Context: an optimization exercise on an open-source flow, tuned for small area, a short achievable clock period and few clock cycles per item. The choices shown serve that exercise and are no tape-out recipe. Function was checked by simulation only, so behaviour that the tests miss may differ from the original. Power and IR drop assume default switching activity.

== run 1 ==
==> flow/design.v (excerpt) <==
module aes_key_sched_iter #(
  parameter logic [2:0] MODES_EN = 3'b111,
  parameter int         IDX_W    = 6
) (
  input  logic             clk,
  input  logic             rst_n,
  input  logic             start,
  input  logic [1:0]       mode,
  input  logic [255:0]     key_in,
  output logic             busy,
  output logic             word_valid,
  input  logic             word_ready,
  output logic [31:0]      word_out,
  output logic [IDX_W-1:0] word_idx,
  output logic             done,
  output logic             err
);
For scale: about 1700 cells after synthesis, about 360 flip-flops, about 300 I/O pins, roughly 17000 um2 of cells after synthesis.
clock: 6.0 ns
lec_check: 0
cap_margin: 20
core_margin: 2
core_utilization: 55
cts_cluster_diameter: 100
cts_cluster_size: 32
setup_slack_margin: 3.45
slew_margin: 20
standard.sh (not shown) runs the stock make flow with config.mk's settings and CLKGATE_MAP_FILE= SYNTH_SCRIPT=/design/flow/synth_recipe.tcl, a recipe that flattens the netlist after the stock synthesis.
==> flow/flow/run.sh <==
#!/bin/bash
# Standard layout with two changes:
#  - the combinational logic is mapped with an area-oriented ABC script
#    (flow/abc_map.script) instead of ORFS's speed script; the resizer's
#    timing repair later sizes what needs it. Registers are mapped by the
#    standard dfflibmap step before ABC runs, so they are unchanged.
#  - the port buffers that global placement inserts are
#    sky130_fd_sc_hd__buf_1; later repair steps may still resize them.
set -euo pipefail
cd "$(dirname "$0")/.."
rm -rf scripts_copy
cp -r "$FLOW_HOME/scripts" scripts_copy
cp flow/abc_map.script scripts_copy/abc_speed.script
export SCRIPTS_DIR="$PWD/scripts_copy"
export BUFFER_PORTS_ARGS="-buffer_cell sky130_fd_sc_hd__buf_1"
bash standard.sh > standard.log 2>&1
==> flow/flow/abc_map.script <==
strash
&get -n
&st
&dch
&nf
&put
topo
stime -c
Testbench counts of run 1, summed over its fixed seeds: cycles 27,072, words 26,552.
The following lists how run 2 was set up differently from run 1:
# run 1
export LEC_CHECK = 0
export CAP_MARGIN = 20
export CORE_MARGIN = 2
export CORE_UTILIZATION = 55
export CTS_CLUSTER_DIAMETER = 100
export CTS_CLUSTER_SIZE = 32
export SETUP_SLACK_MARGIN = 3.45
export SLEW_MARGIN = 20
create_clock -name core_clock -period 6.0 [get_ports {clk}]
# run 2
export LEC_CHECK = 0
export CAP_MARGIN = 20
export CORE_MARGIN = 2
export CORE_UTILIZATION = 55
export CTS_CLUSTER_DIAMETER = 100
export CTS_CLUSTER_SIZE = 28
export SETUP_SLACK_MARGIN = 3.6
export SLEW_MARGIN = 20
export TNS_END_PERCENT = 10
create_clock -name core_clock -period 6.0 [get_ports {clk}]
Notes after the runs:
Comparing run 1 and run 2, the lower routed wirelength normalized by instance count is on run 2. Maximum frequency: run 1 vs run 2, no meaningful difference. Max non-clock buffer count across run 1 and run 2: run 2. Note that the maximum number of pins on one net before global-route repair recorded for run 1 amounts to 0.72 times the value seen in run 2. Row global-route usage: run 2 lower / run 1 higher. On number of standard cells in the layout, taps in and fillers out, the higher figure sits with run 2, not run 1. From run 1 to run 2 the numbers moved as follows: post-CTS resize count shows an increase of 24, met1 routed wirelength after detailed routing lost about 0.3%, number of fill cells shows a reduction of 3.3%, critical path depth lower.
What run 3 does differently from run 2 at the input level:
# run 2
export LEC_CHECK = 0
export CAP_MARGIN = 20
export CORE_MARGIN = 2
export CORE_UTILIZATION = 55
export CTS_CLUSTER_DIAMETER = 100
export CTS_CLUSTER_SIZE = 28
export SETUP_SLACK_MARGIN = 3.6
export SLEW_MARGIN = 20
export TNS_END_PERCENT = 10
create_clock -name core_clock -period 6.0 [get_ports {clk}]
# run 3
export LEC_CHECK = 0
export CAP_MARGIN = 20
export CORE_MARGIN = 2
export CORE_UTILIZATION = 55
export CTS_CLUSTER_DIAMETER = 100
export CTS_CLUSTER_SIZE = 24
export SETUP_SLACK_MARGIN = 3.45
export SLEW_MARGIN = 20
create_clock -name core_clock -period 6.0 [get_ports {clk}]
--- outcome ---
Clock buffer count in the final layout, run 2 and run 3: larger value in run 3
Diff run 2 -> run 3 | global-route wire length before repair | up slightly
Time the final worst path needs with I/O delays and setup: run 2 and run 3 compared, lower one is run 2
The via count reported for run 3 is lower than the one for run 2.
Compared with run 2, run 3 shows worst hold slack after final layout higher by 4.5 ps.
Clock power went up by a few percent going from run 2 to run 3.
Critical path depth delta for run 3 relative to run 2: 1 higher
For run 4, these inputs were changed with respect to run 3:
# run 3
export LEC_CHECK = 0
export CAP_MARGIN = 20
export CORE_MARGIN = 2
export CORE_UTILIZATION = 55
export CTS_CLUSTER_DIAMETER = 100
export CTS_CLUSTER_SIZE = 24
export SETUP_SLACK_MARGIN = 3.45
export SLEW_MARGIN = 20
create_clock -name core_clock -period 6.0 [get_ports {clk}]
# run 4
export LEC_CHECK = 0
export CAP_MARGIN = 20
export CORE_MARGIN = 2
export CORE_UTILIZATION = 55
export CTS_CLUSTER_DIAMETER = 100
export CTS_CLUSTER_SIZE = 28
export SETUP_SLACK_MARGIN = 3.45
export SLEW_MARGIN = 20
create_clock -name core_clock -period 6.0 [get_ports {clk}]
==> results.txt <==
- Changes observed in run 4 relative to run 3: non-filler instance count after layout about even, power spent charging and discharging nets has decreased, leakage power fell 0.033 nW, sequential share of layout area went up.
- Run 4 against run 3; met1 wire length is up slightly.
- As far as worst hold slack is concerned, run 3 and run 4 perform about the same.
- Run 4 vs run 3 — worst setup slack rose 8.4 ps.
- Taking run 3 as 1.0, run 4 lands at 0.871 on count of clock-buffer cells in the layout.
- Clock share of power: run 4 < run 3
- Between run 4 and run 3, the global-route wire length before repair does not differ in any meaningful way.

---

main:
Another version of the RTL of aes_key_sched_iter (not shown whole).
For scale: roughly 2000 cells after synthesis, roughly 340 flip-flops, roughly 300 I/O pins.
Settings: LEC_CHECK=0, CAP_MARGIN=20, CORE_MARGIN=2, CORE_UTILIZATION=40, SETUP_SLACK_MARGIN=3.0, SLEW_MARGIN=20; clock period 6.0 ns.
==> flow/flow/run.sh <==
#!/bin/bash
# Standard layout, but the port buffers that global placement inserts are
# sky130_fd_sc_hd__buf_1 instead of the resizer's default pick; later repair
# steps may still resize them.
set -euo pipefail
cd "$(dirname "$0")/.."
export BUFFER_PORTS_ARGS="-buffer_cell sky130_fd_sc_hd__buf_1"
bash standard.sh > standard.log 2>&1
Per the final summary, main finished and its layout is clean on timing, DRC and antenna.
Testbench counts of main, summed over its fixed seeds: cycles 27,072, words 26,552.
Edits applied to the flow inputs when going from main to the feature branch:
# main
export LEC_CHECK = 0
export CAP_MARGIN = 20
export CORE_MARGIN = 2
export CORE_UTILIZATION = 40
export SETUP_SLACK_MARGIN = 3.0
export SLEW_MARGIN = 20
create_clock -name core_clock -period 6.0 [get_ports {clk}]
# the feature branch
export LEC_CHECK = 0
export ABC_AREA = 1
export CAP_MARGIN = 20
export CORE_MARGIN = 2
export CORE_UTILIZATION = 40
export SETUP_SLACK_MARGIN = 2.5
export SLEW_MARGIN = 20
create_clock -name core_clock -period 6.0 [get_ports {clk}]
==> flow/run.sh (new file) <==
#!/bin/bash
# synth_recipe.tcl (not shown) runs the flow's synth.tcl, then flattens the netlist and writes it again
# the make line also repeats each setting of config.mk as NAME=value (left out here)
make -C /OpenROAD-flow-scripts/flow DESIGN_CONFIG=/design/flow/config.mk WORK_HOME=/design/flow/orfs CLKGATE_MAP_FILE= SYNTH_SCRIPT=/design/flow/synth_recipe.tcl finish
removed: flow/flow/run.sh
removed: flow/standard.sh
Results
- Comparing main and the feature branch, the higher total area of multi-input combinational cells was measured on main.
- [the feature branch vs main] number of antenna diodes: lower in the feature branch
- The feature branch vs. main: fmax went down by about 5%.
- Between main and the feature branch, the flow reports half-perimeter wire length after placement increasing by more than 10%.
- Going from main to the feature branch, critical-path maximum fanout grows by 93.

==> re-timing with driven ports <==
In the flow no input, the clock included, has a driving cell. The finished layouts below were timed again as built, in two steps.
Step 1 assumes that a clkbuf_16 drives the clock port and a buf_2 every other input.
Step 2 adds t to the input delays and takes it off the output delays; t is the mean of the earliest and latest rising clock arrival at the registers after step 1. Input paths then give back, and output paths get back, about the clock's delay inside the block.
a / b / c = no drivers / after step 1 / after step 2; a / b = the first two.
| run | t (ns) | slack for setup (ns) | hold slack, ns | latest minus earliest clock arrival (ns) | slew at the worst register clock pin (ns) |
|---|---|---|---|---|---|
| run 1 | 0.566 | 3.510 / 3.493 / 3.033 | 0.451 / 0.451 / 0.451 | 0.020 / 0.020 | 0.12 / 0.12 |
| run 2 | 0.570 | 3.508 / 3.463 / 3.193 | 0.445 / 0.445 / 0.445 | 0.016 / 0.016 | 0.11 / 0.11 |
| run 3 | 0.562 | 3.495 / 3.495 / 3.051 | 0.449 / 0.449 / 0.449 | 0.026 / 0.026 | 0.10 / 0.10 |
| run 4 | 0.578 | 3.504 / 3.482 / 3.015 | 0.451 / 0.451 / 0.451 | 0.014 / 0.014 | 0.11 / 0.11 |
| main | 0.614 | 2.835 / 2.835 / 2.603 | 0.440 / 0.440 / 0.440 | 0.020 / 0.020 | 0.06 / 0.06 |
| the feature branch | 0.601 | 2.658 / 2.681 / 2.079 | 0.447 / 0.447 / 0.447 | 0.024 / 0.025 | 0.06 / 0.06 |
After both steps setup and hold are still met in every run listed. The setup slack of the feature branch, which loses most, moves by +0.023 ns with the drivers and by -0.579 ns with both steps.
